This design comes from an exercise in tuning for a short achievable clock period and few clock cycles on the open sky130 flow, not from production work.
Only simulation tests tie the RTL to the original design; equivalence was not proved.
The clock port is modelled as an ideal driver; clocking choices that lean on that would not hold on a real chip.
Power and IR drop assume default switching activity.

===== design/flow/config.mk =====
export PLATFORM = sky130hd
export DESIGN_NAME = processor
export DESIGN_NICKNAME = processor
export VERILOG_FILES = /design/flow/design.v
export SDC_FILE = /design/flow/constraint.sdc
export NUM_CORES = 4
export LEC_CHECK = 0
export CAP_MARGIN = 20
export CORE_MARGIN = 2
export CORE_UTILIZATION = 45
export CTS_CLUSTER_DIAMETER = 100
export CTS_CLUSTER_SIZE = 25
export SETUP_SLACK_MARGIN = 4.0
export SLEW_MARGIN = 20

===== design/flow/constraint.sdc =====
create_clock -name core_clock -period 6.0 [get_ports {clk}]
set_input_delay 1.2000 -clock core_clock [delete_from_list [all_inputs] [get_ports {clk}]]
set_output_delay 1.2000 -clock core_clock [all_outputs]
set_load 0.01 [all_outputs]

===== design/flow/design.v =====
module processor (
  input  logic        clk,
  input  logic        reset,
  input  logic [31:0] instruction,
  output logic [31:0] addr,
  output logic [31:0] out,
  output logic        sys_dne,
  output logic        rw
);
  localparam logic [5:0] OP_AND = 6'd6;
  localparam logic [5:0] OP_OR  = 6'd7;
  localparam logic [5:0] OP_XOR = 6'd8;
  localparam logic [5:0] OP_NOT = 6'd9;
  localparam logic [5:0] OP_LI  = 6'd10;
  localparam logic [1:0] FN_AND = 2'd0;
  localparam logic [1:0] FN_OR  = 2'd1;
  localparam logic [1:0] FN_XOR = 2'd2;
  logic [31:0] pc_q;       
  logic [31:0] npc_q;      
  logic [5:0]  f_op;
  logic [4:0]  f_rs, f_rt, f_rd;
  logic        f_and, f_or, f_xor, f_not, f_li, f_wr, f_ua, f_ub;
  logic [4:0]  f_dst;
  logic [31:0] f_sel_a, f_sel_b;
  logic [31:0] f_bk;
  logic        r1_v;
  logic [31:0] r1_sel_a, r1_sel_b;
  logic [31:0] r1_bk;                 
  logic [4:0]  r1_dst;
  logic        r1_wr;
  logic        r1_fa1, r1_fb1;        
  logic        r1_fa2, r1_fb2;        
  logic [1:0]  r1_fn;
  logic        r2_v;
  logic [4:0]  r2_dst;
  logic        r2_wr;
  logic        r2_fa2, r2_fb2;
  logic [31:0] r2_a, r2_b;
  logic [3:0]  r2_t0, r2_t1;          
  assign f_op  = instruction[31:26];
  assign f_rs  = instruction[25:21];
  assign f_rt  = instruction[20:16];
  assign f_rd  = instruction[15:11];
  assign f_and = (f_op == OP_AND);
  assign f_or  = (f_op == OP_OR);
  assign f_xor = (f_op == OP_XOR);
  assign f_not = (f_op == OP_NOT);
  assign f_li  = (f_op == OP_LI);
  assign f_wr  = f_and | f_or | f_xor | f_not | f_li;
  assign f_ua  = f_and | f_or | f_xor | f_not;    
  assign f_ub  = f_and | f_or | f_xor;            
  assign f_dst = f_not ? f_rt : (f_li ? f_rs : f_rd);
  assign f_bk  = f_not ? '1 : (f_li ? {16'h0000, instruction[15:0]} : 32'h0);
  always_comb begin
    for (int j = 0; j < 32; j++) begin
      f_sel_a[j] = (f_rs == 5'(j)) && f_ua;
      f_sel_b[j] = (f_rt == 5'(j)) && f_ub;
    end
  end
  logic [31:0] rf [32];
  logic [31:0] rd_a, rd_b;
  logic        hold1, fa, fb;
  logic [1:0]  fn;
  logic [3:0]  t0, t1;
  always_comb begin
    rd_a = '0;
    rd_b = r1_bk;
    for (int j = 0; j < 32; j++) begin
      rd_a = rd_a | ({32{r1_sel_a[j]}} & rf[j]);
      rd_b = rd_b | ({32{r1_sel_b[j]}} & rf[j]);
    end
  end
  assign hold1 = !(r1_v && r1_wr);
  assign fa    = hold1 | r1_fa1;
  assign fb    = hold1 | r1_fb1;
  assign fn    = hold1 ? FN_OR : r1_fn;
  logic [3:0] ka, kb, ka0, kb0, ka1, kb1;
  assign ka  = 4'b1100;
  assign kb  = 4'b1010;
  assign ka0 = fa ? 4'b0000 : ka;
  assign kb0 = fb ? 4'b0000 : kb;
  assign ka1 = fa ? 4'b1111 : ka;
  assign kb1 = fb ? 4'b1111 : kb;
  always_comb begin
    case (fn)
      FN_AND:  begin t0 = ka0 & kb0; t1 = ka1 & kb1; end
      FN_OR:   begin t0 = ka0 | kb0; t1 = ka1 | kb1; end
      default: begin t0 = ka0 ^ kb0; t1 = ka1 ^ kb1; end
    endcase
  end
  logic [31:0] resn_q;     
  logic [31:0] op_a, op_b, p0, p1;
  assign op_a = r2_fa2 ? ~resn_q : r2_a;
  assign op_b = r2_fb2 ? ~resn_q : r2_b;
  always_comb begin
    for (int i = 0; i < 32; i++) begin
      p0[i] = r2_v & r2_t0[{op_a[i], op_b[i]}];
      p1[i] = !r2_v | r2_t1[{op_a[i], op_b[i]}];
    end
  end
  logic        e_v;
  logic        e_clr;      
  logic [31:0] e_we;
  logic [31:0] e_p0, e_p1;
  logic [31:0] out_q;      
  logic        dne_q;
  logic [31:0] x_r;
  assign x_r = {32{!e_clr}} & ((resn_q & e_p0) | (~resn_q & e_p1));
  always_ff @(posedge clk or negedge reset) begin
    if (!reset) begin
      pc_q   <= '0;
      r1_v   <= 1'b0;
      r2_v   <= 1'b0;
      e_v    <= 1'b0;
      e_clr  <= 1'b1;
      dne_q  <= 1'b0;
    end else begin
      pc_q   <= r1_v ? npc_q : 32'd1;
      r1_v   <= 1'b1;
      r2_v   <= r1_v;
      e_v    <= r2_v;
      e_clr  <= 1'b0;
      dne_q  <= e_v;
    end
  end
  always_ff @(posedge clk) begin
    npc_q  <= r1_v ? npc_q + 32'd1 : 32'd2;
    for (int j = 0; j < 32; j++) e_we[j] <= r2_v & r2_wr & (r2_dst == 5'(j));
    e_p0   <= p0;
    e_p1   <= p1;
    out_q  <= x_r;
    resn_q <= ~x_r;
  end
  always_ff @(posedge clk) begin
    r1_sel_a <= f_sel_a;
    r1_sel_b <= f_sel_b;
    r1_bk    <= f_bk;
    r1_dst   <= f_dst;
    r1_wr    <= f_wr;
    r1_fa1   <= f_ua & r1_v & r1_wr & (r1_dst == f_rs);
    r1_fb1   <= f_ub & r1_v & r1_wr & (r1_dst == f_rt);
    r1_fa2   <= f_ua & r2_v & r2_wr & (r2_dst == f_rs);
    r1_fb2   <= f_ub & r2_v & r2_wr & (r2_dst == f_rt);
    r1_fn    <= f_and ? FN_AND : ((f_or | f_li) ? FN_OR : FN_XOR);
    r2_dst   <= r1_dst;
    r2_wr    <= r1_wr;
    r2_fa2   <= r1_fa2;
    r2_fb2   <= r1_fb2;
    r2_a     <= rd_a;
    r2_b     <= rd_b;
    r2_t0    <= t0;
    r2_t1    <= t1;
    for (int j = 0; j < 32; j++)
      if (e_we[j]) rf[j] <= x_r;
  end
  assign addr    = pc_q;
  assign out     = out_q;
  assign sys_dne = dne_q;
  assign rw      = 1'b0;
endmodule

===== design/flow/flow/run.sh =====
#!/bin/bash
set -euo pipefail
cd "$(dirname "$0")/.."
bash standard.sh cts > flow_cts.log 2>&1
R=orfs/results/${FLOW_PLATFORM:-sky130hd}/processor/base
ROOT_DB=$R/4_cts.odb CLK_PORT=clk openroad -no_init -exit flow/root.tcl > flow_root.log 2>&1
touch $R/4_cts.sdc
bash standard.sh > flow_finish.log 2>&1

===== design/flow/flow/root.tcl =====
set db_file $::env(ROOT_DB)
read_db $db_file
set block [ord::get_db_block]
set clk [$block findNet $::env(CLK_PORT)]
set loads [$clk getITerms]
if {[llength $loads] != 1} {
  puts "ROOT: clock net has [llength $loads] cell loads; left as it is"
  exit 0
}
set root_it [lindex $loads 0]
set root [$root_it getInst]
set onet ""
foreach it [$root getITerms] {
  if {[$it isOutputSignal]} { set onet [$it getNet] }
}
if {$onet eq ""} { puts "ROOT: no output net"; exit 0 }
set sinks {}
foreach it [$onet getITerms] {
  if {[$it getInst] ne $root} { lappend sinks $it }
}
if {[llength $sinks] > 4 || [llength [$onet getBTerms]] > 0} {
  puts "ROOT: root [$root getName] drives [llength $sinks] pins; left as it is"
  exit 0
}
foreach it $sinks {
  if {![string match "*clkbuf*" [[[$it getInst] getMaster] getName]]} {
    puts "ROOT: root drives a non-buffer [[$it getInst] getName]; left as it is"
    exit 0
  }
}
puts "ROOT: removing [$root getName] ([[$root getMaster] getName]); clock port now drives [llength $sinks] buffers"
foreach it $sinks {
  $it disconnect
  $it connect $clk
}
foreach it [$root getITerms] { $it disconnect }
odb::dbInst_destroy $root
odb::dbNet_destroy $onet
write_db $db_file

===== design/flow/standard.sh =====
#!/bin/bash
# synth_recipe.tcl (not shown) runs the flow's synth.tcl, then flattens the netlist and writes it again
# the make line also repeats each setting of config.mk as NAME=value (left out here)
make -C /OpenROAD-flow-scripts/flow DESIGN_CONFIG=/design/flow/config.mk WORK_HOME=/design/flow/orfs CLKGATE_MAP_FILE= SYNTH_SCRIPT=/design/flow/synth_recipe.tcl "${@:-finish}"

==> results of run 1 <==
## cell families (layout without fill, tap and decap cells)
logic type / count (synthesis) / after routing / synth area share, %
other: 2 / 17 / 0.0134
flip-flops: 1425 / 1425 / 69.4
AO/OA/AOI/OAI: 1339 / 1339 / 18.3
XOR/XNOR: 31 / 31 / 0.484
AND/OR/NAND/NOR: 866 / 872 / 8.75
multiplexers: 44 / 44 / 0.800
buffers and inverters: 317 / 455 / 2.18
adder cells (fa/ha/maj): 3 / 3 / 0.0669
## layout by cell type, fill, tap and decap left out, types with 28 or more instances in the layout
master / netlist / routed
a211oi_1: 32 / 32
a21bo_2: 31 / 31
a21oi_1: 83 / 83
a221oi_1: 150 / 143
a222oi_1: 32 / 32
a22o_1: 150 / 150
a22oi_1: 660 / 660
and2_1: 28 / 28
and3_1: 37 / 35
buf_2: 4 / 43
buf_4: 1 / 95
buf_6: 3 / 51
clkbuf_1: 257 / 43
clkbuf_16: 0 / 68
clkinvlp_4: 0 / 65
dfrtp_1: 36 / 35
dfxtp_1: 364 / 238
dfxtp_2: 0 / 88
dfxtp_4: 0 / 38
edfxtp_1: 1024 / 1024
mux2i_1: 37 / 37
nand2_1: 58 / 55
nand2b_1: 70 / 70
nand3_1: 79 / 78
nand4_1: 201 / 201
nor2_1: 155 / 154
nor2b_1: 65 / 65
o21a_1: 68 / 68
o21ai_0: 72 / 67
o311a_1: 31 / 31
or2_2: 36 / 35
or3_1: 39 / 33
or4_1: 41 / 41
## final cells by class
cell class	count	area, sq um	share of cell area (%)
Multi-Input combinational cell	2292	16200	25.9
Timing Repair inverter	32	240	0.384
Timing Repair Buffer	261	2610	4.16
Clock inverter	11	95.1	0.152
Clock buffer	111	1860	2.98
Sequential cell	1425	39200	62.6
Antenna cell	14	35.0	0.0559
Tap cell	1637	2050	3.27
Inverter	40	274	0.438
## sequential cells by signal, summed over array words and instances, names as in the netlist, 5 cells and up
| signal | flops |
|---|---|
| pc_q | 32 |
| r2_b | 32 |
| npc_q | 32 |
| e_we | 32 |
| r2_a | 32 |
| r1_dst | 5 |
| rf | 1024 |
| resn_q | 32 |
| r1_bk | 17 |
| out_q | 32 |
| r2_dst | 5 |
| e_p0 | 32 |
| r1_sel_a | 32 |
| r1_sel_b | 32 |
| e_p1 | 32 |
## repair_timing
item                       4_1_cts  5_1_grt
hold endpoints to repair         0        0
setup endpoints to repair     1272      512
cloned                          34        4
gates resized for setup        414       80
pin swaps                        6        5
buffers inserted                50       36
hold buffers                     0        0
## metrics by stage
stage	cells	instance area [sq um]	util (%)
5_1_grt	5809	62600	50.6
2_1_floorplan	4028	56300	-
4_1_cts	5769	61800	49.9
3_3_place_gp	5563	58900	47.6
3_5_place_dp	5563	58900	47.6
6_report	5823	62600	50.6
## per-layer routing
metal	share of wire, %	GRT usage, %	vias up	wire length, microns
met5	0.058	0.556	-	147
met4	8.9	24.4	12	22600
met3	19	17.1	1551	47400
met2	39	53.4	5163	101000
met1	33	47.9	21800	84700
li1	-	-	16600	-
## power breakdown
group,switching (mW),internal (mW)
clock,3.22,2.19
combinational,0.167,0.104
sequential,0.0659,10.4
total,3.45,12.7
## final timing paths
| path | from | cells past startpoint | to | slack, ns |
|---|---|---|---|---|
| hold / removal | e_v | 0 | dne_q | 0.37 |
| min in group asynchronous | reset | 1 | pc_q[25] | 0.58 |
| hold reg to reg | e_v | 0 | dne_q | 0.37 |
| setup / recovery | pc_q[1] | 1 | addr[1] | 3.56 |
| setup reg to reg | r1_sel_a[26] | 4 | r2_a[22] | 3.91 |
| max in group asynchronous | reset | 1 | r2_v | 4.86 |
==> report_table.html, run 1 <==
<table>
<tr><th>Metric</th><th>Value</th></tr>
<tr><th colspan="2">Timing</th></tr>
<tr><td>Measured slew at the worst slew-check pin</td><td>1.21 ns</td></tr>
<tr><td>Max Freq</td><td>411 MHz</td></tr>
<tr><td>Hold slack</td><td>between 0.3 and 0.4 ns</td></tr>
<tr><td>Unrepaired setup endpoints after global routing</td><td>true</td></tr>
<tr><td>Part of the cycle the worst path needs</td><td>40.6%</td></tr>
<tr><td>Fin. Hold Viols</td><td>0</td></tr>
<tr><td>Normalized max-slew margin</td><td>19.2%</td></tr>
<tr><td>Max-slew violation total from the final report</td><td>0</td></tr>
<tr><td>Post-route setup TNS</td><td>0 ns</td></tr>
<tr><td>Setup Skew</td><td>~0.036 ns</td></tr>
<tr><td>Post-route setup slack</td><td>3.56 ns</td></tr>
<tr><td>Shortest clock period the worst path allows after layout</td><td>~2.4 ns</td></tr>
<tr><td>Final setup violation count</td><td>0</td></tr>
<tr><th colspan="2">Drt</th></tr>
<tr><td>DRC violation count after routing</td><td>0</td></tr>
<tr><td>Number of vias after detailed routing</td><td>around 45000</td></tr>
<tr><td>Post-detailed-route count of antenna-violating nets</td><td>0</td></tr>
<tr><td>Via-to-Cell Ratio</td><td>between 7 and 8</td></tr>
<tr><td>First drt pass iteration count</td><td>23</td></tr>
<tr><td>WL/cell</td><td>between 40 and 50 microns</td></tr>
<tr><td>Number of DRC markers in iteration 0</td><td>around 11000</td></tr>
<tr><td>Overall routed net length</td><td>256000 microns</td></tr>
<tr><th colspan="2">Critical path</th></tr>
<tr><td>Biggest fanout along the worst timing path</td><td>1</td></tr>
<tr><td>Slowest Stage Delay on Critical Path</td><td>0.40 ns</td></tr>
<tr><td>CP delay by family, top</td><td>flip-flops</td></tr>
<tr><td>Capturing element type of the critical path</td><td>primary output</td></tr>
<tr><td>Number of buffer and inverter instances along the worst setup path</td><td>1</td></tr>
<tr><td>Critical path required time</td><td>between 4 and 5 ns</td></tr>
<tr><td>Arr. time, crit path</td><td>~1.2 ns</td></tr>
<tr><td>Crit Path Category</td><td>flop to primary output</td></tr>
<tr><td>CP Cell Sequence</td><td>buf_2</td></tr>
<tr><td>Master of the slowest instance on the critical path</td><td>dfrtp_1</td></tr>
<tr><td>Crit start category</td><td>flop</td></tr>
<tr><th colspan="2">Placed design</th></tr>
<tr><td>Setup Slack @ Placement</td><td>about 2.7 ns</td></tr>
<tr><td>Estimated wirelength of the detail-placed design</td><td>114000 microns</td></tr>
<tr><td>Number of input and output port buffers inserted</td><td>approximately 100</td></tr>
<tr><td>Placer's final routability congestion estimate</td><td>roughly 0.91</td></tr>
<tr><th colspan="2">Yosys</th></tr>
<tr><td>Syn Std Cell Area</td><td>roughly 56000 sq um</td></tr>
<tr><td>Post-synthesis sequential element count</td><td>around 1400</td></tr>
<tr><td>Yosys top cell area share</td><td>54.8%</td></tr>
<tr><td>Most area-hungry cell type in the Yosys netlist</td><td>edfxtp_1</td></tr>
<tr><td>Leading cell types by total area after synthesis</td><td>edfxtp_1 (55%), dfxtp_1 (13%), a22oi_1 (8.8%)</td></tr>
<tr><td>Primary flip-flop cell chosen by synthesis mapping</td><td>edfxtp_1</td></tr>
<tr><td>List of most frequent post-synthesis cells</td><td>edfxtp_1 (1024), a22oi_1 (660), dfxtp_1 (364)</td></tr>
<tr><td>Number of synthesized flops with an enable pin</td><td>around 1000</td></tr>
<tr><td>Fraction of synthesis flops using an asynchronous set or reset pin</td><td>under 10%</td></tr>
<tr><td>Count leader, synth</td><td>edfxtp_1</td></tr>
<tr><td>Part of the Yosys area used for sequential elements</td><td>between 60 and 70%</td></tr>
<tr><td>Number of distinct library cell variants in the gate-level netlist after synthesis</td><td>60</td></tr>
<tr><td>Post-synthesis cell count</td><td>4027</td></tr>
<tr><td>Synth Area per Inst</td><td>between 10 and 15 sq um</td></tr>
<tr><td>Total of warnings raised by yosys</td><td>2</td></tr>
<tr><th colspan="2">Die</th></tr>
<tr><td>Die boundary width</td><td>around 360 microns</td></tr>
<tr><td>Die Y</td><td>around 360 microns</td></tr>
<tr><td>Number of primary I/O pins</td><td>100</td></tr>
<tr><td>Die footprint</td><td>between 100000 and 150000 sq um</td></tr>
<tr><td>Total number of placement rows</td><td>between 100 and 150</td></tr>
<tr><td>Placeable core region</td><td>around 120000 sq um</td></tr>
<tr><td>Effective utilization at floorplan</td><td>45.3%</td></tr>
<tr><th colspan="2">Clock tree</th></tr>
<tr><td>Clock latency (worst-skew pair)</td><td>0.71 ns</td></tr>
<tr><td>Root Buffer</td><td>clkbuf_16</td></tr>
<tr><td>Clk sink count</td><td>~1400</td></tr>
<tr><td>H-tree levels</td><td>3</td></tr>
<tr><td>Register clock-pin slew on the reported worst setup and hold paths</td><td>0.10 ns</td></tr>
<tr><td>Maximum root-to-sink buffer count</td><td>3</td></tr>
<tr><td>CTS tree</td><td>yes</td></tr>
<tr><td>Number of buffers inserted during clock tree synthesis</td><td>67</td></tr>
<tr><th colspan="2">Power and ir drop</th></tr>
<tr><td>PnR Total Power</td><td>16.2 mW</td></tr>
<tr><td>Lkg Pwr</td><td>20.9 nW</td></tr>
<tr><td>Maximum vdd drop</td><td>a little over 0.2 mV</td></tr>
<tr><td>Power density of the placed cells</td><td>~260 nW/um^2</td></tr>
<tr><th colspan="2">Final layout</th></tr>
<tr><td>Number of filler cells placed in the layout</td><td>a little over 10000</td></tr>
<tr><td>Number of nets in the layout</td><td>4156</td></tr>
<tr><td>Layout overhead on the synthesized area</td><td>11.5%</td></tr>
<tr><td>Fraction of final layout cells with drive strength greater than 1</td><td>approximately 15%</td></tr>
<tr><th colspan="2">Flow run</th></tr>
<tr><td>Number of violations of the max-capacitance limit</td><td>0</td></tr>
<tr><th colspan="2">GRT</th></tr>
<tr><td>Global route overflow</td><td>0</td></tr>
<tr><td>Global-route wire length before repair</td><td>roughly 330000 microns</td></tr>
<tr><td>Overall track demand over capacity in global routing</td><td>about two fifths</td></tr>
<tr><td>Antenna violations before repair</td><td>14</td></tr>
<tr><td>Maximum number of pins on one net before global-route repair</td><td>68</td></tr>
<tr><td>Vias in the first global route</td><td>41000</td></tr>
<tr><th colspan="2">Outcome</th></tr>
<tr><td>Status</td><td>complete, no violations</td></tr>
<tr><th colspan="2">Min path</th></tr>
<tr><td>HP Class</td><td>flop to flop</td></tr>
</table>
Testbench counts, summed over its fixed seeds: cycles 16,280.
==> inputs of run 2 (changes only) <==
--- a/design/flow/design.v
+++ b/design/flow/design.v
@@ -106,6 +106,8 @@
   logic        dne_q;
   logic [31:0] x_r;
   assign x_r = {32{!e_clr}} & ((resn_q & e_p0) | (~resn_q & e_p1));
+  logic [31:0] x_out;
+  assign x_out = {32{!e_clr}} & ((~out_q & e_p0) | (out_q & e_p1));
   always_ff @(posedge clk or negedge reset) begin
     if (!reset) begin
       pc_q   <= '0;
@@ -128,7 +130,7 @@
     for (int j = 0; j < 32; j++) e_we[j] <= r2_v & r2_wr & (r2_dst == 5'(j));
     e_p0   <= p0;
     e_p1   <= p1;
-    out_q  <= x_r;
+    out_q  <= x_out;
     resn_q <= ~x_r;
   end
   always_ff @(posedge clk) begin
==> design/flow/flow/run.sh (replaced) <==
#!/bin/bash
set -euo pipefail
cd "$(dirname "$0")/.."
P=${FLOW_PLATFORM:-sky130hd}
R=orfs/results/$P/processor/base
PD=$FLOW_HOME/platforms/$P
LIB=$PD/lib/sky130_fd_sc_hd__tt_025C_1v80.lib
bash standard.sh place > flow_place.log 2>&1
best=""
bestlat=99
for combo in 25:100 22:100 25:150 20:100 28:100 25:70; do
  s=${combo%:*}; d=${combo#*:}
  rm -f $R/4_1_cts.odb $R/4_cts.odb $R/4_cts.sdc
  if ! bash standard.sh CTS_CLUSTER_SIZE=$s CTS_CLUSTER_DIAMETER=$d cts > flow_cts_${s}_${d}.log 2>&1; then
    continue
  fi
  m=$(ROOT_MEASURE=1 ROOT_LIB=$LIB PLATFORM_DIR=$PD ROOT_DB=$R/4_cts.odb ROOT_SDC=$R/4_cts.sdc CLK_PORT=clk \
      openroad -no_init -exit flow/root.tcl 2>&1 | tee flow_measure_${s}_${d}.log | grep '^MEASURE' || true)
  echo "$s $d $m" >> flow_cts_choice.log
  read -r _ fan lat slew <<< "$m" || continue
  [[ -z "${slew:-}" ]] && continue
  ok=$(awk -v f="$fan" -v l="$lat" -v sl="$slew" -v b="$bestlat" 'BEGIN{print (f>=1 && f<=16 && sl<0.112 && l<b) ? 1 : 0}')
  if [[ "$ok" == 1 ]]; then
    bestlat=$lat; best=$combo
    mkdir -p flow_best; cp $R/4_1_cts.odb $R/4_cts.odb $R/4_cts.sdc flow_best/
    cp orfs/logs/$P/processor/base/4_1_cts.log flow_best/ 2>/dev/null || true
  fi
done
echo "chosen: ${best:-none} latency $bestlat" >> flow_cts_choice.log
if [[ -n "$best" ]]; then
  cp flow_best/4_1_cts.odb flow_best/4_cts.odb flow_best/4_cts.sdc $R/
  cp flow_best/4_1_cts.log orfs/logs/$P/processor/base/4_1_cts.log 2>/dev/null || true
  ROOT_LIB=$LIB ROOT_DB=$R/4_cts.odb CLK_PORT=clk openroad -no_init -exit flow/root.tcl > flow_root.log 2>&1
  touch $R/4_cts.sdc
else
  rm -f $R/4_1_cts.odb $R/4_cts.odb $R/4_cts.sdc
  bash standard.sh CTS_CLUSTER_SIZE=25 CTS_CLUSTER_DIAMETER=100 cts > flow_cts_fallback.log 2>&1
fi
bash standard.sh > flow_finish.log 2>&1
==> design/flow/flow/root.tcl (replaced) <==
set db_file $::env(ROOT_DB)
if {[info exists ::env(ROOT_LIB)]} { read_liberty $::env(ROOT_LIB) }
read_db $db_file
set block [ord::get_db_block]
set clk [$block findNet $::env(CLK_PORT)]
set loads [$clk getITerms]
if {[llength $loads] != 1} {
  puts "ROOT: clock net has [llength $loads] cell loads; left as it is"
  exit 0
}
set root_it [lindex $loads 0]
set root [$root_it getInst]
proc out_net {inst} {
  foreach it [$inst getITerms] { if {[$it isOutputSignal]} { return [$it getNet] } }
  return ""
}
proc in_iterm {inst} {
  foreach it [$inst getITerms] { if {[$it isInputSignal]} { return $it } }
  return ""
}
set onet [out_net $root]
if {$onet eq ""} { puts "ROOT: no output net"; exit 0 }
set mids {}
foreach it [$onet getITerms] {
  if {[$it getInst] ne $root} { lappend mids [$it getInst] }
}
set n [llength $mids]
if {$n > 16 || [llength [$onet getBTerms]] > 0} {
  puts "ROOT: root [$root getName] drives $n pins; left as it is"
  if {[info exists ::env(ROOT_MEASURE)]} { puts "MEASURE 99 99 99" }
  exit 0
}
foreach m $mids {
  if {![string match "*buf_*" [[$m getMaster] getName]] || [out_net $m] eq ""} {
    puts "ROOT: root drives a non-buffer [$m getName]; left as it is"
    exit 0
  }
}
proc loc {inst} {
  set b [$inst getBBox]
  return [list [expr {([$b xMin] + [$b xMax]) / 2.0}] [expr {([$b yMin] + [$b yMax]) / 2.0}]]
}
proc dist {a b} {
  lassign [loc $a] ax ay
  lassign [loc $b] bx by
  return [expr {abs($ax - $bx) + abs($ay - $by)}]
}
set groups {}
foreach m $mids { lappend groups [list $m] }
while {[llength $groups] > 4} {
  set best -1
  set bi 0
  set bj 1
  for {set i 0} {$i < [llength $groups]} {incr i} {
    for {set j [expr {$i + 1}]} {$j < [llength $groups]} {incr j} {
      set gi [lindex $groups $i]
      set gj [lindex $groups $j]
      # distance between group centroids
      set sx 0; set sy 0
      foreach m $gi { lassign [loc $m] x y; set sx [expr {$sx + $x}]; set sy [expr {$sy + $y}] }
      set cix [expr {$sx / [llength $gi]}]; set ciy [expr {$sy / [llength $gi]}]
      set sx 0; set sy 0
      foreach m $gj { lassign [loc $m] x y; set sx [expr {$sx + $x}]; set sy [expr {$sy + $y}] }
      set cjx [expr {$sx / [llength $gj]}]; set cjy [expr {$sy / [llength $gj]}]
      set d [expr {abs($cix - $cjx) + abs($ciy - $cjy)}]
      if {$best < 0 || $d < $best} { set best $d; set bi $i; set bj $j }
    }
  }
  set merged [concat [lindex $groups $bi] [lindex $groups $bj]]
  set groups [lreplace $groups $bj $bj]
  set groups [lreplace $groups $bi $bi $merged]
}
puts "ROOT: removing [$root getName] ([[$root getMaster] getName]); $n buffers below it, in [llength $groups] groups"
set keep {}
foreach g $groups {
  set k [lindex $g 0]
  set knet [out_net $k]
  foreach m [lrange $g 1 end] {
    set mnet [out_net $m]
    foreach it [$mnet getITerms] {
      if {[$it getInst] ne $m} { $it disconnect; $it connect $knet }
    }
    foreach it [$m getITerms] { $it disconnect }
    odb::dbInst_destroy $m
    odb::dbNet_destroy $mnet
  }
  if {[llength $g] > 1} {
    # move k to the centroid of its loads
    set sx 0; set sy 0; set c 0
    foreach it [$knet getITerms] {
      if {[$it getInst] eq $k} { continue }
      lassign [loc [$it getInst]] x y
      set sx [expr {$sx + $x}]; set sy [expr {$sy + $y}]; incr c
    }
    if {$c > 0} {
      set b [$k getBBox]
      set w [expr {[$b xMax] - [$b xMin]}]
      set h [expr {[$b yMax] - [$b yMin]}]
      $k setLocation [expr {int($sx / $c - $w / 2)}] [expr {int($sy / $c - $h / 2)}]
      $k setPlacementStatus PLACED
    }
  }
  lappend keep $k
}
foreach k $keep {
  set it [in_iterm $k]
  $it disconnect
  $it connect $clk
}
foreach it [$root getITerms] { $it disconnect }
odb::dbInst_destroy $root
odb::dbNet_destroy $onet
if {$n > 4} {
  detailed_placement
  check_placement
}
if {[info exists ::env(ROOT_MEASURE)]} {
  # Report instead of saving: "MEASURE <buffers below the root> <max clock
  # latency> <max flip-flop clock slew>" with placement parasitics.
  read_sdc $::env(ROOT_SDC)
  source $::env(PLATFORM_DIR)/setRC.tcl
  set_propagated_clock [all_clocks]
  estimate_parasitics -placement
  set lat 0
  set slew 0
  foreach pin [all_registers -clock_pins -edge_triggered] {
    foreach e {rise fall} {
      set v [get_property $pin slew_max_$e]
      if {$v > $slew} { set slew $v }
    }
    set a [get_property $pin arrival_max_rise]
    if {$a > $lat} { set lat $a }
  }
  puts "MEASURE $n $lat $slew"
  exit 0
}
write_db $db_file
--- a/design/flow/config.mk
+++ b/design/flow/config.mk
@@ -8,7 +8,5 @@
 export CAP_MARGIN = 20
 export CORE_MARGIN = 2
 export CORE_UTILIZATION = 45
-export CTS_CLUSTER_DIAMETER = 100
-export CTS_CLUSTER_SIZE = 25
 export SETUP_SLACK_MARGIN = 4.0
 export SLEW_MARGIN = 20
==> report_table.html, run 2 <==
<table>
<tr><th>Metric</th><th>Value</th></tr>
<tr><th colspan="2">Outcome</th></tr>
<tr><td>Status</td><td>complete, no violations</td></tr>
<tr><th colspan="2">Yosys</th></tr>
<tr><td>Total of warnings raised by yosys</td><td>2 (unchanged)</td></tr>
<tr><td>Number of synthesized flops with an enable pin</td><td>1024 (unchanged)</td></tr>
<tr><td>List of most frequent post-synthesis cells</td><td>edfxtp_1 (1024), a22oi_1 (640), dfxtp_1 (364)</td></tr>
<tr><td>Primary flip-flop cell chosen by synthesis mapping</td><td>edfxtp_1</td></tr>
<tr><td>Synth Area per Inst</td><td>13.8 sq um (-0.76%)</td></tr>
<tr><td>Fraction of synthesis flops using an asynchronous set or reset pin</td><td>2.60% (unchanged)</td></tr>
<tr><td>Yosys top cell area share</td><td>54.3% (-0.45 points)</td></tr>
<tr><td>Post-synthesis sequential element count</td><td>1425 (unchanged)</td></tr>
<tr><td>Leading cell types by total area after synthesis</td><td>edfxtp_1 (54%), dfxtp_1 (13%), a22oi_1 (8.5%)</td></tr>
<tr><td>Post-synthesis cell count</td><td>4091 (+1.6%)</td></tr>
<tr><td>Syn Std Cell Area</td><td>56600 sq um (+0.82%)</td></tr>
<tr><td>Number of distinct library cell variants in the gate-level netlist after synthesis</td><td>60 (unchanged)</td></tr>
<tr><td>Count leader, synth</td><td>edfxtp_1</td></tr>
<tr><td>Part of the Yosys area used for sequential elements</td><td>68.8% (-0.56 points)</td></tr>
<tr><td>Most area-hungry cell type in the Yosys netlist</td><td>edfxtp_1</td></tr>
<tr><th colspan="2">Final layout</th></tr>
<tr><td>Area of all sequential standard cells</td><td>39300 sq um (+0.12%)</td></tr>
<tr><td>Area taken by multi-input logic gates</td><td>16700 sq um (+2.9%)</td></tr>
<tr><td>Final non-filler cell total</td><td>5875 (+0.89%)</td></tr>
<tr><td>Number of nets in the layout</td><td>4184 (+0.67%)</td></tr>
<tr><td>Fraction of final layout cells with drive strength greater than 1</td><td>14.3% (-0.73 points)</td></tr>
<tr><td>Leading cell type in the layout, fill and taps excluded</td><td>edfxtp_1</td></tr>
<tr><td>Layout overhead on the synthesized area</td><td>10.9%</td></tr>
<tr><td>Register bank with the most flops</td><td>rf</td></tr>
<tr><td>Most frequent cells in the layout</td><td>edfxtp_1 (1024), a22oi_1 (639), dfxtp_1 (228)</td></tr>
<tr><td>Max FFs per register</td><td>1024 (unchanged)</td></tr>
<tr><td>Number of filler cells placed in the layout</td><td>10700 (+2.9%)</td></tr>
<tr><td>Util after Layout</td><td>50.1% (-0.48 points)</td></tr>
<tr><td>Post-route design area</td><td>62700 sq um (+0.21%)</td></tr>
<tr><th colspan="2">Clock tree</th></tr>
<tr><td>Number of buffers inserted during clock tree synthesis</td><td>66 (-1.5%)</td></tr>
<tr><td># hold bufs at CTS</td><td>0 (unchanged)</td></tr>
<tr><td>H-tree levels</td><td>3 (unchanged)</td></tr>
<tr><td>Register clock-pin slew on the reported worst setup and hold paths</td><td>0.11 ns (about the same)</td></tr>
<tr><td>Root Buffer</td><td>clkbuf_16</td></tr>
<tr><td>CTS tree</td><td>yes</td></tr>
<tr><td>Maximum root-to-sink buffer count</td><td>3 (unchanged)</td></tr>
<tr><td>Clock latency (worst-skew pair)</td><td>0.55 ns (-0.16 ns)</td></tr>
<tr><td>Clk sink count</td><td>1425 (unchanged)</td></tr>
<tr><th colspan="2">Timing</th></tr>
<tr><td>Max Freq</td><td>444 MHz (+8.0%)</td></tr>
<tr><td>Fin. Hold Viols</td><td>0 (unchanged)</td></tr>
<tr><td>Final setup violation count</td><td>0 (unchanged)</td></tr>
<tr><td>Hold slack</td><td>0.360 ns (-0.00823 ns)</td></tr>
<tr><td>Shortest clock period the worst path allows after layout</td><td>2.25 ns (-0.181 ns)</td></tr>
<tr><td>Post-route setup TNS</td><td>0 ns (unchanged)</td></tr>
<tr><td>Max-slew violation total from the final report</td><td>0 (unchanged)</td></tr>
<tr><td>Part of the cycle the worst path needs</td><td>37.6% (-3.0 points)</td></tr>
<tr><td>Unrepaired setup endpoints after global routing</td><td>true</td></tr>
<tr><td>Normalized max-slew margin</td><td>18.3% (-0.91 points)</td></tr>
<tr><td>Post-route setup slack</td><td>3.75 ns (+0.181 ns)</td></tr>
<tr><td>Measured slew at the worst slew-check pin</td><td>1.23 ns (+0.0137 ns)</td></tr>
<tr><td>Setup Skew</td><td>0.0370 ns (+0.00120 ns)</td></tr>
<tr><th colspan="2">Die</th></tr>
<tr><td>Die footprint</td><td>129000 sq um (+0.81%)</td></tr>
<tr><td>Placeable core region</td><td>125000 sq um (+1.2%)</td></tr>
<tr><td>Total number of placement rows</td><td>130 (+0.78%)</td></tr>
<tr><td>Effective utilization at floorplan</td><td>45.2% (-0.16 points)</td></tr>
<tr><td>Die boundary width</td><td>359 microns (+0.40%)</td></tr>
<tr><td>Die Y</td><td>359 microns (+0.40%)</td></tr>
<tr><td>Number of primary I/O pins</td><td>100 (unchanged)</td></tr>
<tr><th colspan="2">Drt</th></tr>
<tr><td>WL/cell</td><td>43.3 microns (-1.4%)</td></tr>
<tr><td>Overall routed net length</td><td>254000 microns (-0.47%)</td></tr>
<tr><td>Via-to-Cell Ratio</td><td>7.68 (-0.79%)</td></tr>
<tr><td>Number of vias after detailed routing</td><td>45100 (+0.095%)</td></tr>
<tr><td>Number of DRC markers in iteration 0</td><td>10900 (+1.3%)</td></tr>
<tr><td>DRC violation count after routing</td><td>0 (unchanged)</td></tr>
<tr><td>First drt pass iteration count</td><td>10 (-57%)</td></tr>
<tr><td>Post-detailed-route count of antenna-violating nets</td><td>0 (unchanged)</td></tr>
<tr><th colspan="2">GRT</th></tr>
<tr><td>Vias in the first global route</td><td>40300 (-1.9%)</td></tr>
<tr><td>Global route overflow</td><td>0 (unchanged)</td></tr>
<tr><td>Global-route wire length before repair</td><td>333000 microns (-0.47%)</td></tr>
<tr><td>Maximum number of pins on one net before global-route repair</td><td>68 (unchanged)</td></tr>
<tr><td>Antenna violations before repair</td><td>16 (+2)</td></tr>
<tr><td>Overall track demand over capacity in global routing</td><td>37.5% (-0.64 points)</td></tr>
<tr><th colspan="2">Placed design</th></tr>
<tr><td>Inst Count DP</td><td>5624 (+1.1%)</td></tr>
<tr><td>Placer's final routability congestion estimate</td><td>0.899 (-1.5%)</td></tr>
<tr><td>Setup Slack @ Placement</td><td>2.58 ns (-0.103 ns)</td></tr>
<tr><td>Cell area reported after detailed placement</td><td>59400 sq um (+0.71%)</td></tr>
<tr><td>Number of input and output port buffers inserted</td><td>98 (unchanged)</td></tr>
<tr><td>Estimated wirelength of the detail-placed design</td><td>116000 microns (+1.5%)</td></tr>
<tr><th colspan="2">Flow run</th></tr>
<tr><td>Number of violations of the max-capacitance limit</td><td>0 (unchanged)</td></tr>
<tr><th colspan="2">Critical path</th></tr>
<tr><td>Crit path capture</td><td>addr[0]</td></tr>
<tr><td>Worst r2r path cells</td><td>3 (-1)</td></tr>
<tr><td>Crit start category</td><td>flop</td></tr>
<tr><td>Capturing element type of the critical path</td><td>primary output</td></tr>
<tr><td>Crit Path Category</td><td>flop to primary output</td></tr>
<tr><td>Slowest Stage Delay on Critical Path</td><td>0.40 ns (about the same)</td></tr>
<tr><td>CP Launch Point</td><td>pc_q[0]</td></tr>
<tr><td>CP Cell Sequence</td><td>buf_2</td></tr>
<tr><td>Beginning of the worst register-to-register path</td><td>r1_sel_a[4]</td></tr>
<tr><td>Biggest fanout along the worst timing path</td><td>1 (unchanged)</td></tr>
<tr><td>Endpoint of the most critical register-to-register path</td><td>r2_a[22]</td></tr>
<tr><td>CP delay by family, top</td><td>flip-flops</td></tr>
<tr><td>Number of buffer and inverter instances along the worst setup path</td><td>1 (unchanged)</td></tr>
<tr><td>Number of cells on the critical path</td><td>1 (unchanged)</td></tr>
<tr><td>Critical path required time</td><td>4.80 ns (about the same)</td></tr>
<tr><td>Register-to-register path setup slack</td><td>3.86 ns (-0.05 ns)</td></tr>
<tr><td>Master of the slowest instance on the critical path</td><td>dfrtp_1</td></tr>
<tr><td>Arr. time, crit path</td><td>1.05 ns (-0.19 ns)</td></tr>
<tr><th colspan="2">Power and ir drop</th></tr>
<tr><td>PnR Total Power</td><td>15.8 mW (-2.0%)</td></tr>
<tr><td>Lkg Pwr</td><td>20.9 nW (-0.14%)</td></tr>
<tr><td>Power density of the placed cells</td><td>253 nW/um^2 (-2.2%)</td></tr>
<tr><td>Maximum vdd drop</td><td>0.277 mV (+38%)</td></tr>
<tr><th colspan="2">Min path</th></tr>
<tr><td>HP Class</td><td>flop to flop</td></tr>
<tr><td>Hold_sp</td><td>e_v</td></tr>
</table>
-- run 2: changes by cell type in the layout (fill, tap and decap cells not counted), sizes merged, moves of 3 or more --
cell / before / now
inv: 14 / 10
a22o: 150 / 160
nand4: 205 / 202
a22oi: 660 / 640
nor2: 155 / 187
clkinv: 3 / 0
dlymetal6s2s: 5 / 11
diode: 14 / 28
buf: 229 / 209
mux2i: 37 / 69
a221oi: 150 / 160
clkdlybuf4s50: 23 / 16
clkinvlp: 66 / 61
-- run 2: kinds of logic after synthesis --
| logic type | count (synthesis) | share of synthesized area (%) |
|---|---|---|
| XOR/XNOR | 31 | 0.480 |
| flip-flops | 1425 | 68.8 |
| AO/OA/AOI/OAI | 1339 | 18.2 |
| buffers and inverters | 321 | 2.18 |
| adder cells (fa/ha/maj) | 3 | 0.0663 |
| multiplexers | 76 | 1.36 |
| AND/OR/NAND/NOR | 894 | 8.86 |
| other | 2 | 0.0133 |
-- run 2: how the worst min path moves through the flow --
stage / to / slack, ns / cells after the start
after global placement: r2_fa2 / 0.34 / 0
final: dne_q / 0.36 / 0
after floorplan: r2_fa2 / 0.31 / 0
after detailed placement: dne_q / 0.34 / 0
after global routing: r2_fa2 / 0.36 / 0
after CTS: r2_fa2 / 0.36 / 0
-- run 2: layer usage --
layer	share of wire (%)	vias up	GRT usage [%]	routed length [microns]
li1	-	16800	-	-
met1	33	21600	46.9	83600
met2	40	5219	52.5	101000
met3	19	1490	17.6	47800
met4	8.7	16	22.9	22000
met5	0.080	-	1.70	204
-- run 2: where the power goes --
group	internal (mW)	switching (mW)	leakage (nW)
registers	10.4	0.0692	13.0
clock network	2.02	3.06	0.853
logic	0.106	0.168	7.03
total	12.6	3.29	20.9
-- run 2: area by class of cell --
| type | instances | area share, % |
|---|---|---|
| flip-flops and latches | 1425 | 62.6 |
| multi-input cells | 2350 | 26.6 |
| repair buffers | 240 | 3.76 |
| well taps | 1650 | 3.29 |
| clock buffers | 111 | 2.83 |
| inverters | 40 | 0.431 |
| repair inverters | 29 | 0.347 |
| diodes | 28 | 0.112 |
| clock inverters | 2 | 0.0279 |
-- run 2: what timing repair did --
action                     4_1_cts  5_1_grt
buffers inserted                45       32
pin swaps                        6       13
resized for setup              407      111
setup endpoints to repair     1280      816
cloned                          14       19
Testbench counts of run 2, summed over its fixed seeds: cycles 16,280.
==> inputs of run 3 (changes only) <==
--- a/design/flow/design.v
+++ b/design/flow/design.v
@@ -12,6 +12,7 @@
   localparam logic [5:0] OP_XOR = 6'd8;
   localparam logic [5:0] OP_NOT = 6'd9;
   localparam logic [5:0] OP_LI  = 6'd10;
+  localparam int W = 17;
   localparam logic [1:0] FN_AND = 2'd0;
   localparam logic [1:0] FN_OR  = 2'd1;
   localparam logic [1:0] FN_XOR = 2'd2;
@@ -22,10 +23,10 @@
   logic        f_and, f_or, f_xor, f_not, f_li, f_wr, f_ua, f_ub;
   logic [4:0]  f_dst;
   logic [31:0] f_sel_a, f_sel_b;
-  logic [31:0] f_bk;
+  logic [W-1:0] f_bk;
   logic        r1_v;
   logic [31:0] r1_sel_a, r1_sel_b;
-  logic [31:0] r1_bk;                 
+  logic [W-1:0] r1_bk;                 
   logic [4:0]  r1_dst;
   logic        r1_wr;
   logic        r1_fa1, r1_fb1;        
@@ -35,7 +36,7 @@
   logic [4:0]  r2_dst;
   logic        r2_wr;
   logic        r2_fa2, r2_fb2;
-  logic [31:0] r2_a, r2_b;
+  logic [W-1:0] r2_a, r2_b;
   logic [3:0]  r2_t0, r2_t1;          
   assign f_op  = instruction[31:26];
   assign f_rs  = instruction[25:21];
@@ -50,15 +51,15 @@
   assign f_ua  = f_and | f_or | f_xor | f_not;    
   assign f_ub  = f_and | f_or | f_xor;            
   assign f_dst = f_not ? f_rt : (f_li ? f_rs : f_rd);
-  assign f_bk  = f_not ? '1 : (f_li ? {16'h0000, instruction[15:0]} : 32'h0);
+  assign f_bk  = f_not ? '1 : (f_li ? {1'b0, instruction[15:0]} : '0);
   always_comb begin
     for (int j = 0; j < 32; j++) begin
       f_sel_a[j] = (f_rs == 5'(j)) && f_ua;
       f_sel_b[j] = (f_rt == 5'(j)) && f_ub;
     end
   end
-  logic [31:0] rf [32];
-  logic [31:0] rd_a, rd_b;
+  logic [W-1:0] rf [32];
+  logic [W-1:0] rd_a, rd_b;
   logic        hold1, fa, fb;
   logic [1:0]  fn;
   logic [3:0]  t0, t1;
@@ -66,8 +67,8 @@
     rd_a = '0;
     rd_b = r1_bk;
     for (int j = 0; j < 32; j++) begin
-      rd_a = rd_a | ({32{r1_sel_a[j]}} & rf[j]);
-      rd_b = rd_b | ({32{r1_sel_b[j]}} & rf[j]);
+      rd_a = rd_a | ({W{r1_sel_a[j]}} & rf[j]);
+      rd_b = rd_b | ({W{r1_sel_b[j]}} & rf[j]);
     end
   end
   assign hold1 = !(r1_v && r1_wr);
@@ -88,12 +89,12 @@
       default: begin t0 = ka0 ^ kb0; t1 = ka1 ^ kb1; end
     endcase
   end
-  logic [31:0] resn_q;     
-  logic [31:0] op_a, op_b, p0, p1;
+  logic [W-1:0] resn_q;    
+  logic [W-1:0] op_a, op_b, p0, p1;
   assign op_a = r2_fa2 ? ~resn_q : r2_a;
   assign op_b = r2_fb2 ? ~resn_q : r2_b;
   always_comb begin
-    for (int i = 0; i < 32; i++) begin
+    for (int i = 0; i < W; i++) begin
       p0[i] = r2_v & r2_t0[{op_a[i], op_b[i]}];
       p1[i] = !r2_v | r2_t1[{op_a[i], op_b[i]}];
     end
@@ -101,13 +102,15 @@
   logic        e_v;
   logic        e_clr;      
   logic [31:0] e_we;
-  logic [31:0] e_p0, e_p1;
+  logic [W-1:0] e_p0, e_p1;
   logic [31:0] out_q;      
   logic        dne_q;
-  logic [31:0] x_r;
-  assign x_r = {32{!e_clr}} & ((resn_q & e_p0) | (~resn_q & e_p1));
-  logic [31:0] x_out;
-  assign x_out = {32{!e_clr}} & ((~out_q & e_p0) | (out_q & e_p1));
+  logic [W-1:0] x_r;
+  assign x_r = {W{!e_clr}} & ((resn_q & e_p0) | (~resn_q & e_p1));
+  logic [31:0] x_out, o_p0, o_p1;
+  assign o_p0  = {{16{e_p0[16]}}, e_p0[15:0]};
+  assign o_p1  = {{16{e_p1[16]}}, e_p1[15:0]};
+  assign x_out = {32{!e_clr}} & ((~out_q & o_p0) | (out_q & o_p1));
   always_ff @(posedge clk or negedge reset) begin
     if (!reset) begin
       pc_q   <= '0;
==> report_table.html, run 3 <==
<table>
<tr><th>Metric</th><th>Value</th></tr>
<tr><th colspan="2">Drt</th></tr>
<tr><td>Number of vias after detailed routing</td><td>26500 (-41%)</td></tr>
<tr><td>Overall routed net length</td><td>144000 microns (-43%)</td></tr>
<tr><td>Via-to-Cell Ratio</td><td>7.30 (-5.0%)</td></tr>
<tr><td>First drt pass iteration count</td><td>9 (-1)</td></tr>
<tr><td>DRC violation count after routing</td><td>0 (unchanged)</td></tr>
<tr><td>WL/cell</td><td>39.8 microns (-8.1%)</td></tr>
<tr><td>Number of DRC markers in iteration 0</td><td>5115 (-53%)</td></tr>
<tr><td>Post-detailed-route count of antenna-violating nets</td><td>0 (unchanged)</td></tr>
<tr><th colspan="2">GRT</th></tr>
<tr><td>Vias in the first global route</td><td>24700 (-39%)</td></tr>
<tr><td>Maximum number of pins on one net before global-route repair</td><td>50 (-26%)</td></tr>
<tr><td>Antenna violations before repair</td><td>3 (-13)</td></tr>
<tr><td>Overall track demand over capacity in global routing</td><td>35.8% (-1.7 points)</td></tr>
<tr><td>Global-route wire length before repair</td><td>193000 microns (-42%)</td></tr>
<tr><td>Global route overflow</td><td>0 (unchanged)</td></tr>
<tr><th colspan="2">Critical path</th></tr>
<tr><td>CP Cell Sequence</td><td>buf_6</td></tr>
<tr><td>Arr. time, crit path</td><td>0.98 ns (-0.07 ns)</td></tr>
<tr><td>Crit start category</td><td>flop</td></tr>
<tr><td>Biggest fanout along the worst timing path</td><td>1 (unchanged)</td></tr>
<tr><td>Number of buffer and inverter instances along the worst setup path</td><td>1 (unchanged)</td></tr>
<tr><td>CP delay by family, top</td><td>flip-flops</td></tr>
<tr><td>Slowest Stage Delay on Critical Path</td><td>0.41 ns (about the same)</td></tr>
<tr><td>Critical path required time</td><td>4.80 ns (about the same)</td></tr>
<tr><td>Crit Path Category</td><td>flop to primary output</td></tr>
<tr><td>Capturing element type of the critical path</td><td>primary output</td></tr>
<tr><td>Master of the slowest instance on the critical path</td><td>dfrtp_1</td></tr>
<tr><th colspan="2">Clock tree</th></tr>
<tr><td>CTS tree</td><td>yes</td></tr>
<tr><td>Maximum root-to-sink buffer count</td><td>3 (unchanged)</td></tr>
<tr><td>Clk sink count</td><td>870 (-39%)</td></tr>
<tr><td>Root Buffer</td><td>clkbuf_16</td></tr>
<tr><td>Register clock-pin slew on the reported worst setup and hold paths</td><td>0.09 ns (-0.02 ns)</td></tr>
<tr><td>Number of buffers inserted during clock tree synthesis</td><td>45 (-32%)</td></tr>
<tr><td>Clock latency (worst-skew pair)</td><td>0.44 ns (-0.11 ns)</td></tr>
<tr><td>H-tree levels</td><td>2 (-1)</td></tr>
<tr><th colspan="2">Final layout</th></tr>
<tr><td>Fraction of final layout cells with drive strength greater than 1</td><td>17.9% (+3.5 points)</td></tr>
<tr><td>Layout overhead on the synthesized area</td><td>12.7%</td></tr>
<tr><td>Final non-filler cell total</td><td>3625 (-38%)</td></tr>
<tr><td>Post-route design area</td><td>38200 sq um (-39%)</td></tr>
<tr><td>Leading cell type in the layout, fill and taps excluded</td><td>edfxtp_1</td></tr>
<tr><td>Most frequent cells in the layout</td><td>edfxtp_1 (544), a22oi_1 (360), dfxtp_1 (164)</td></tr>
<tr><td>Max FFs per register</td><td>544 (-47%)</td></tr>
<tr><td>Number of nets in the layout</td><td>2649 (-37%)</td></tr>
<tr><td>Register bank with the most flops</td><td>rf</td></tr>
<tr><td>Number of filler cells placed in the layout</td><td>6280 (-41%)</td></tr>
<tr><th colspan="2">Yosys</th></tr>
<tr><td>Post-synthesis cell count</td><td>2567 (-37%)</td></tr>
<tr><td>Area share of and/or/nand/nor cells after synthesis</td><td>10.2% (+1.4 points)</td></tr>
<tr><td>Most area-hungry cell type in the Yosys netlist</td><td>edfxtp_1</td></tr>
<tr><td>Primary flip-flop cell chosen by synthesis mapping</td><td>edfxtp_1</td></tr>
<tr><td>Synth Area in Compound Gates</td><td>16.6% (-1.6 points)</td></tr>
<tr><td>Number of distinct library cell variants in the gate-level netlist after synthesis</td><td>56 (-6.7%)</td></tr>
<tr><td>Fraction of synthesis flops using an asynchronous set or reset pin</td><td>4.25% (+1.7 points)</td></tr>
<tr><td>Leading cell types by total area after synthesis</td><td>edfxtp_1 (48%), dfxtp_1 (17%), a22oi_1 (8.0%)</td></tr>
<tr><td>Yosys top cell area share</td><td>48.1% (-6.2 points)</td></tr>
<tr><td>Multiplexer share of the synthesized area</td><td>1.73% (+0.37 points)</td></tr>
<tr><td>Syn Std Cell Area</td><td>33900 sq um (-40%)</td></tr>
<tr><td>List of most frequent post-synthesis cells</td><td>edfxtp_1 (544), a22oi_1 (360), dfxtp_1 (289)</td></tr>
<tr><td>Part of the Yosys area used for sequential elements</td><td>67.9% (-0.93 points)</td></tr>
<tr><td>Post-synthesis sequential element count</td><td>870 (-39%)</td></tr>
<tr><td>Parity-gate share of the synthesized area counting xor and xnor cells</td><td>0.800% (+0.32 points)</td></tr>
<tr><td>Synth Area per Inst</td><td>13.2 sq um (-4.4%)</td></tr>
<tr><td>Number of synthesized flops with an enable pin</td><td>544 (-47%)</td></tr>
<tr><td>Total of warnings raised by yosys</td><td>2 (unchanged)</td></tr>
<tr><td>Main combinational cell family by area after synthesis</td><td>compound AO/OA/AOI/OAI gates</td></tr>
<tr><td>Post-Synth Adder-Cell Area</td><td>0.111% (+0.044 points)</td></tr>
<tr><td>Count leader, synth</td><td>edfxtp_1</td></tr>
<tr><th colspan="2">Flow run</th></tr>
<tr><td>Number of violations of the max-capacitance limit</td><td>0 (unchanged)</td></tr>
<tr><th colspan="2">Die</th></tr>
<tr><td>Effective utilization at floorplan</td><td>45.5% (+0.32 points)</td></tr>
<tr><td>Die Y</td><td>279 microns (-22%)</td></tr>
<tr><td>Die footprint</td><td>77600 sq um (-40%)</td></tr>
<tr><td>Total number of placement rows</td><td>100 (-23%)</td></tr>
<tr><td>Die boundary width</td><td>279 microns (-22%)</td></tr>
<tr><td>Placeable core region</td><td>74600 sq um (-40%)</td></tr>
<tr><td>Number of primary I/O pins</td><td>100 (unchanged)</td></tr>
<tr><th colspan="2">Timing</th></tr>
<tr><td>Hold slack</td><td>0.355 ns (-0.00516 ns)</td></tr>
<tr><td>Max Freq</td><td>459 MHz (+3.5%)</td></tr>
<tr><td>Setup Skew</td><td>0.0344 ns (-0.00262 ns)</td></tr>
<tr><td>Post-route setup TNS</td><td>0 ns (unchanged)</td></tr>
<tr><td>Unrepaired setup endpoints after global routing</td><td>true</td></tr>
<tr><td>Fin. Hold Viols</td><td>0 (unchanged)</td></tr>
<tr><td>Shortest clock period the worst path allows after layout</td><td>2.18 ns (-0.0771 ns)</td></tr>
<tr><td>Final setup violation count</td><td>0 (unchanged)</td></tr>
<tr><td>Max-slew violation total from the final report</td><td>0 (unchanged)</td></tr>
<tr><td>Normalized max-slew margin</td><td>20.7% (+2.4 points)</td></tr>
<tr><td>Measured slew at the worst slew-check pin</td><td>1.19 ns (-0.0360 ns)</td></tr>
<tr><td>Part of the cycle the worst path needs</td><td>36.3% (-1.3 points)</td></tr>
<tr><th colspan="2">Placed design</th></tr>
<tr><td>Estimated wirelength of the detail-placed design</td><td>73900 microns (-36%)</td></tr>
<tr><td>Number of input and output port buffers inserted</td><td>98 (unchanged)</td></tr>
<tr><td>Placer's final routability congestion estimate</td><td>0.906 (+0.77%)</td></tr>
<tr><td>Cell area reported after detailed placement</td><td>35600 sq um (-40%)</td></tr>
<tr><td>Inst Count DP</td><td>3443 (-39%)</td></tr>
<tr><th colspan="2">Power and ir drop</th></tr>
<tr><td>Lkg Pwr</td><td>13.2 nW (-37%)</td></tr>
<tr><td>Maximum vdd drop</td><td>0.238 mV (-14%)</td></tr>
<tr><td>Power density of the placed cells</td><td>260 nW/um^2 (+2.9%)</td></tr>
<tr><th colspan="2">Outcome</th></tr>
<tr><td>Status</td><td>complete, no violations</td></tr>
<tr><th colspan="2">Min path</th></tr>
<tr><td>HP Class</td><td>flop to flop</td></tr>
</table>
run 3: path summary, 6_finish.rpt:
kind | start | endpoint | slack, ns | cells after the start
hold reg to reg | r1_fb2 | r2_fb2 | 0.35 | 0
setup reg to reg | r1_sel_a[17] | r2_a[10] | 3.91 | 3
max in group asynchronous | reset | r1_v | 4.51 | 1
min in group asynchronous | reset | pc_q[26] | 0.87 | 1
hold / removal | r1_fb2 | r2_fb2 | 0.35 | 0
setup / recovery | pc_q[10] | addr[10] | 3.82 | 1
run 3: what timing repair did:
item,CTS,global route
hold buffers,0,0
endpoints found under the setup margin,730,668
setup buffers,44,24
gates cloned,8,16
resized for setup,374,154
pin swaps,8,32
run 3: metal layers:
metal  part of all wire (%)  global-route usage [%]  wire [microns]  vias to the layer above
met5                  0.092                   0.500             133                        -
met4                    8.0                    21.2           11600                        6
met3                     16                    15.9           23600                      780
met2                     41                    52.2           59400                     2599
met1                     34                    44.0           49500                    12900
li1                       -                       -               -                    10200
run 3: per-stage QoR:
step / worst slack [ns] / utilization (%) / power, mW
after CTS: 3.56 / 50.5 / 10.5
after global placement: 2.72 / 47.7 / 6.67
final: 3.82 / 51.3 / 9.94
after global routing: 3.80 / 51.3 / 10.2
after floorplan: 3.80 / - / 6.59
after detailed placement: 2.78 / 47.7 / 6.68
run 3: logic make-up after synthesis:
family,after synthesis
flops,870
simple gates,634
fa+ha+maj,3
compound gates,744
mux,58
xor+xnor,31
buf+inv,225
other cells,2
run 3: layout make-up:
type / count / area, sq um / share of cell area, %
diodes: 7 / 17.5 / 0.0458
inverters: 24 / 154 / 0.402
repair inverters: 17 / 128 / 0.334
repair buffers: 179 / 1680 / 4.40
well taps: 969 / 1210 / 3.17
clock inverters: 2 / 20.0 / 0.0523
multi-input cells: 1476 / 10500 / 27.4
flip-flops and latches: 870 / 23300 / 60.9
clock buffers: 81 / 1280 / 3.35
run 3: report_power, final:
group	switching (mW)	total, mW	leakage, nW	internal, mW
clock network	1.90	3.36	0.619	1.46
logic	0.138	0.230	4.60	0.0919
registers	0.0513	6.35	7.95	6.30
Testbench counts of run 3, summed over its fixed seeds: cycles 16,280.
==> inputs of run 4 (changes only) <==
--- a/design/flow/design.v
+++ b/design/flow/design.v
@@ -16,6 +16,7 @@
   localparam logic [1:0] FN_AND = 2'd0;
   localparam logic [1:0] FN_OR  = 2'd1;
   localparam logic [1:0] FN_XOR = 2'd2;
+  logic        run_q;      
   logic [31:0] pc_q;       
   logic [31:0] npc_q;      
   logic [5:0]  f_op;
@@ -113,15 +114,15 @@
   assign x_out = {32{!e_clr}} & ((~out_q & o_p0) | (out_q & o_p1));
   always_ff @(posedge clk or negedge reset) begin
     if (!reset) begin
-      pc_q   <= '0;
+      run_q  <= 1'b0;
       r1_v   <= 1'b0;
       r2_v   <= 1'b0;
       e_v    <= 1'b0;
       e_clr  <= 1'b1;
       dne_q  <= 1'b0;
     end else begin
-      pc_q   <= r1_v ? npc_q : 32'd1;
-      r1_v   <= 1'b1;
+      run_q  <= 1'b1;
+      r1_v   <= run_q;
       r2_v   <= r1_v;
       e_v    <= r2_v;
       e_clr  <= 1'b0;
@@ -129,7 +130,8 @@
     end
   end
   always_ff @(posedge clk) begin
-    npc_q  <= r1_v ? npc_q + 32'd1 : 32'd2;
+    pc_q   <= run_q ? npc_q : 32'd0;
+    npc_q  <= run_q ? npc_q + 32'd1 : 32'd1;
     for (int j = 0; j < 32; j++) e_we[j] <= r2_v & r2_wr & (r2_dst == 5'(j));
     e_p0   <= p0;
     e_p1   <= p1;
==> report_table.html, run 4 <==
<table>
<tr><th>Metric</th><th>Value</th></tr>
<tr><th colspan="2">Outcome</th></tr>
<tr><td>Status</td><td>complete, no violations</td></tr>
<tr><th colspan="2">GRT</th></tr>
<tr><td>Overall track demand over capacity in global routing</td><td>34.8% (-1.0 points)</td></tr>
<tr><td>Antenna violations before repair</td><td>2 (-1)</td></tr>
<tr><td>Global route overflow</td><td>0 (unchanged)</td></tr>
<tr><td>Maximum number of pins on one net before global-route repair</td><td>50 (unchanged)</td></tr>
<tr><td>Vias in the first global route</td><td>24400 (-1.4%)</td></tr>
<tr><td>Global-route wire length before repair</td><td>188000 microns (-2.8%)</td></tr>
<tr><th colspan="2">Yosys</th></tr>
<tr><td>Number of distinct library cell variants in the gate-level netlist after synthesis</td><td>54 (-3.6%)</td></tr>
<tr><td>List of most frequent post-synthesis cells</td><td>edfxtp_1 (544), a22oi_1 (340), dfxtp_1 (321)</td></tr>
<tr><td>Total of warnings raised by yosys</td><td>2 (unchanged)</td></tr>
<tr><td>Part of the Yosys area used for sequential elements</td><td>67.9% (about the same)</td></tr>
<tr><td>Primary flip-flop cell chosen by synthesis mapping</td><td>edfxtp_1</td></tr>
<tr><td>Syn Std Cell Area</td><td>33700 sq um (-0.62%)</td></tr>
<tr><td>Yosys top cell area share</td><td>48.4% (+0.30 points)</td></tr>
<tr><td>Post-synthesis sequential element count</td><td>871 (+0.11%)</td></tr>
<tr><td>Fraction of synthesis flops using an asynchronous set or reset pin</td><td>0.689% (-3.6 points)</td></tr>
<tr><td>Number of synthesized flops with an enable pin</td><td>544 (unchanged)</td></tr>
<tr><td>Leading cell types by total area after synthesis</td><td>edfxtp_1 (48%), dfxtp_1 (19%), a22oi_1 (7.6%)</td></tr>
<tr><td>Post-synthesis cell count</td><td>2559 (-0.31%)</td></tr>
<tr><td>Synth Area per Inst</td><td>13.2 sq um (-0.31%)</td></tr>
<tr><td>Count leader, synth</td><td>edfxtp_1</td></tr>
<tr><td>Most area-hungry cell type in the Yosys netlist</td><td>edfxtp_1</td></tr>
<tr><th colspan="2">Critical path</th></tr>
<tr><td>Capturing element type of the critical path</td><td>primary output</td></tr>
<tr><td>Register-to-register path setup slack</td><td>3.95 ns (+0.04 ns)</td></tr>
<tr><td>Master of the slowest instance on the critical path</td><td>dfrtp_1</td></tr>
<tr><td>CP Cell Sequence</td><td>buf_2</td></tr>
<tr><td>Slowest Stage Delay on Critical Path</td><td>0.37 ns (-0.04 ns)</td></tr>
<tr><td>Number of cells on the critical path</td><td>1 (unchanged)</td></tr>
<tr><td>Arr. time, crit path</td><td>0.93 ns (-0.05 ns)</td></tr>
<tr><td>Critical path required time</td><td>4.80 ns (about the same)</td></tr>
<tr><td>Beginning of the worst register-to-register path</td><td>r1_sel_a[2]</td></tr>
<tr><td>Crit path capture</td><td>sys_dne</td></tr>
<tr><td>Biggest fanout along the worst timing path</td><td>1 (unchanged)</td></tr>
<tr><td>Crit Path Category</td><td>flop to primary output</td></tr>
<tr><td>CP delay by family, top</td><td>flip-flops</td></tr>
<tr><td>Endpoint of the most critical register-to-register path</td><td>r2_a[10]</td></tr>
<tr><td>CP Launch Point</td><td>dne_q</td></tr>
<tr><td>Crit start category</td><td>flop</td></tr>
<tr><td>Number of buffer and inverter instances along the worst setup path</td><td>1 (unchanged)</td></tr>
<tr><td>Worst r2r path cells</td><td>3 (unchanged)</td></tr>
<tr><th colspan="2">Die</th></tr>
<tr><td>Placeable core region</td><td>74300 sq um (-0.34%)</td></tr>
<tr><td>Die footprint</td><td>77200 sq um (-0.61%)</td></tr>
<tr><td>Die Y</td><td>278 microns (-0.31%)</td></tr>
<tr><td>Effective utilization at floorplan</td><td>45.4% (-0.13 points)</td></tr>
<tr><td>Number of primary I/O pins</td><td>100 (unchanged)</td></tr>
<tr><td>Total number of placement rows</td><td>100 (unchanged)</td></tr>
<tr><td>Die boundary width</td><td>278 microns (-0.31%)</td></tr>
<tr><th colspan="2">Power and ir drop</th></tr>
<tr><td>Lkg Pwr</td><td>12.7 nW (-3.8%)</td></tr>
<tr><td>PnR Total Power</td><td>9.72 mW (-2.2%)</td></tr>
<tr><td>Maximum vdd drop</td><td>0.225 mV (-5.6%)</td></tr>
<tr><td>Power density of the placed cells</td><td>258 nW/um^2 (-0.58%)</td></tr>
<tr><th colspan="2">Drt</th></tr>
<tr><td>Number of vias after detailed routing</td><td>26400 (-0.29%)</td></tr>
<tr><td>DRC violation count after routing</td><td>0 (unchanged)</td></tr>
<tr><td>WL/cell</td><td>39.0 microns (-1.9%)</td></tr>
<tr><td>Post-detailed-route count of antenna-violating nets</td><td>0 (unchanged)</td></tr>
<tr><td>Via-to-Cell Ratio</td><td>7.32 (+0.37%)</td></tr>
<tr><td>First drt pass iteration count</td><td>9 (unchanged)</td></tr>
<tr><td>Number of DRC markers in iteration 0</td><td>5878 (+15%)</td></tr>
<tr><td>Overall routed net length</td><td>140000 microns (-2.6%)</td></tr>
<tr><th colspan="2">Final layout</th></tr>
<tr><td>Most frequent cells in the layout</td><td>edfxtp_1 (544), a22oi_1 (340), dfxtp_1 (174)</td></tr>
<tr><td>Max FFs per register</td><td>544 (unchanged)</td></tr>
<tr><td>Fraction of final layout cells with drive strength greater than 1</td><td>17.3% (-0.59 points)</td></tr>
<tr><td>Layout overhead on the synthesized area</td><td>11.5%</td></tr>
<tr><td>Leading cell type in the layout, fill and taps excluded</td><td>edfxtp_1</td></tr>
<tr><td>Number of nets in the layout</td><td>2635 (-0.53%)</td></tr>
<tr><td>Register bank with the most flops</td><td>rf</td></tr>
<tr><th colspan="2">Timing</th></tr>
<tr><td>Shortest clock period the worst path allows after layout</td><td>2.13 ns (-0.0476 ns)</td></tr>
<tr><td>Setup Skew</td><td>0.0187 ns (-0.0156 ns)</td></tr>
<tr><td>Fin. Hold Viols</td><td>0 (unchanged)</td></tr>
<tr><td>Measured slew at the worst slew-check pin</td><td>1.18 ns (-0.00815 ns)</td></tr>
<tr><td>Max-slew violation total from the final report</td><td>0 (unchanged)</td></tr>
<tr><td>Final setup violation count</td><td>0 (unchanged)</td></tr>
<tr><td>Normalized max-slew margin</td><td>21.3% (+0.54 points)</td></tr>
<tr><td>Max Freq</td><td>469 MHz (+2.2%)</td></tr>
<tr><td>Part of the cycle the worst path needs</td><td>35.5% (-0.79 points)</td></tr>
<tr><td>Post-route setup TNS</td><td>0 ns (unchanged)</td></tr>
<tr><td>Post-route setup slack</td><td>3.87 ns (+0.0476 ns)</td></tr>
<tr><td>Hold slack</td><td>0.373 ns (+0.0179 ns)</td></tr>
<tr><td>Unrepaired setup endpoints after global routing</td><td>true</td></tr>
<tr><th colspan="2">Flow run</th></tr>
<tr><td>Number of violations of the max-capacitance limit</td><td>0 (unchanged)</td></tr>
<tr><th colspan="2">Clock tree</th></tr>
<tr><td>H-tree levels</td><td>2 (unchanged)</td></tr>
<tr><td>Clock latency (worst-skew pair)</td><td>0.43 ns (about the same)</td></tr>
<tr><td>Number of buffers inserted during clock tree synthesis</td><td>40 (-11%)</td></tr>
<tr><td>Maximum root-to-sink buffer count</td><td>3 (unchanged)</td></tr>
<tr><td>Clk sink count</td><td>871 (+0.11%)</td></tr>
<tr><td>CTS tree</td><td>yes</td></tr>
<tr><td># hold bufs at CTS</td><td>0 (unchanged)</td></tr>
<tr><td>Root Buffer</td><td>clkbuf_16</td></tr>
<tr><td>Register clock-pin slew on the reported worst setup and hold paths</td><td>0.10 ns (about the same)</td></tr>
<tr><th colspan="2">Placed design</th></tr>
<tr><td>Setup Slack @ Placement</td><td>2.40 ns (-0.377 ns)</td></tr>
<tr><td>Placer's final routability congestion estimate</td><td>0.921 (+1.7%)</td></tr>
<tr><td>Number of input and output port buffers inserted</td><td>98 (unchanged)</td></tr>
<tr><td>Estimated wirelength of the detail-placed design</td><td>73200 microns (-0.93%)</td></tr>
<tr><th colspan="2">Min path</th></tr>
<tr><td>HP Class</td><td>flop to flop</td></tr>
</table>
run 4: changes by cell type in the layout (fill, tap and decap cells not counted), sizes merged, moves of 15 or more:
cell	before	now
clkbuf	89	74
a22oi	360	340
dfxtp	289	321
dfrtp	36	5
nor3	37	20
nor2	146	178
run 4: layer usage:
metal	up-vias	GRT usage, %	part of all wire, %
li1	10100	-	-
met1	12800	44.4	35
met2	2700	49.1	40
met3	742	15.3	17
met4	4	19.8	7.8
met5	-	0.500	0.061
run 4: cell type report:
| type | instances | area (sq um) |
|---|---|---|
| Clock buffer | 70 | 1110 |
| Timing Repair Buffer | 169 | 1580 |
| Sequential cell | 871 | 23100 |
| Antenna cell | 2 | 5.00 |
| Inverter | 28 | 170 |
| Fill cell | 6329 | 36700 |
| Multi-Input combinational cell | 1471 | 10200 |
| Timing Repair inverter | 18 | 135 |
| Tap cell | 969 | 1210 |
| Clock inverter | 3 | 47.5 |
run 4: cells by family after synthesis:
family	share of synthesized area (%)
fa+ha+maj	0.111
xor+xnor	0.779
flops	67.9
buf+inv	2.47
other cells	0.0223
compound gates	16.6
simple gates	10.1
mux	1.94
run 4: worst min path at each step:
stage           start  cells after the start      to
2_1_floorplan  r1_fa2                      0  r2_fa2
3_3_place_gp      e_v                      0   dne_q
3_5_place_dp      e_v                      0   dne_q
4_1_cts           e_v                      0   dne_q
5_1_grt           e_v                      0   dne_q
6_report          e_v                      0   dne_q
run 4: power breakdown:
part	switching, mW	leakage [nW]	internal (mW)
registers	0.0566	7.78	6.31
clock network	1.84	0.552	1.33
logic	0.109	4.33	0.0821
run 4: repair_timing:
item,in CTS,in global routing
cloned,5,18
hold endpoints to repair,0,0
resized for setup,385,117
setup endpoints to repair,632,693
buffers inserted,42,10
pin swaps,6,15
run 4: through the flow:
stage,std cells,cell area (sq um),util [%]
2_1_floorplan,2560,33900,-
3_3_place_gp,3451,35500,47.8
3_5_place_dp,3451,35500,47.8
4_1_cts,3584,37500,50.5
5_1_grt,3599,37600,50.6
6_report,3601,37600,50.6
Testbench counts of run 4, summed over its fixed seeds: cycles 16,288.
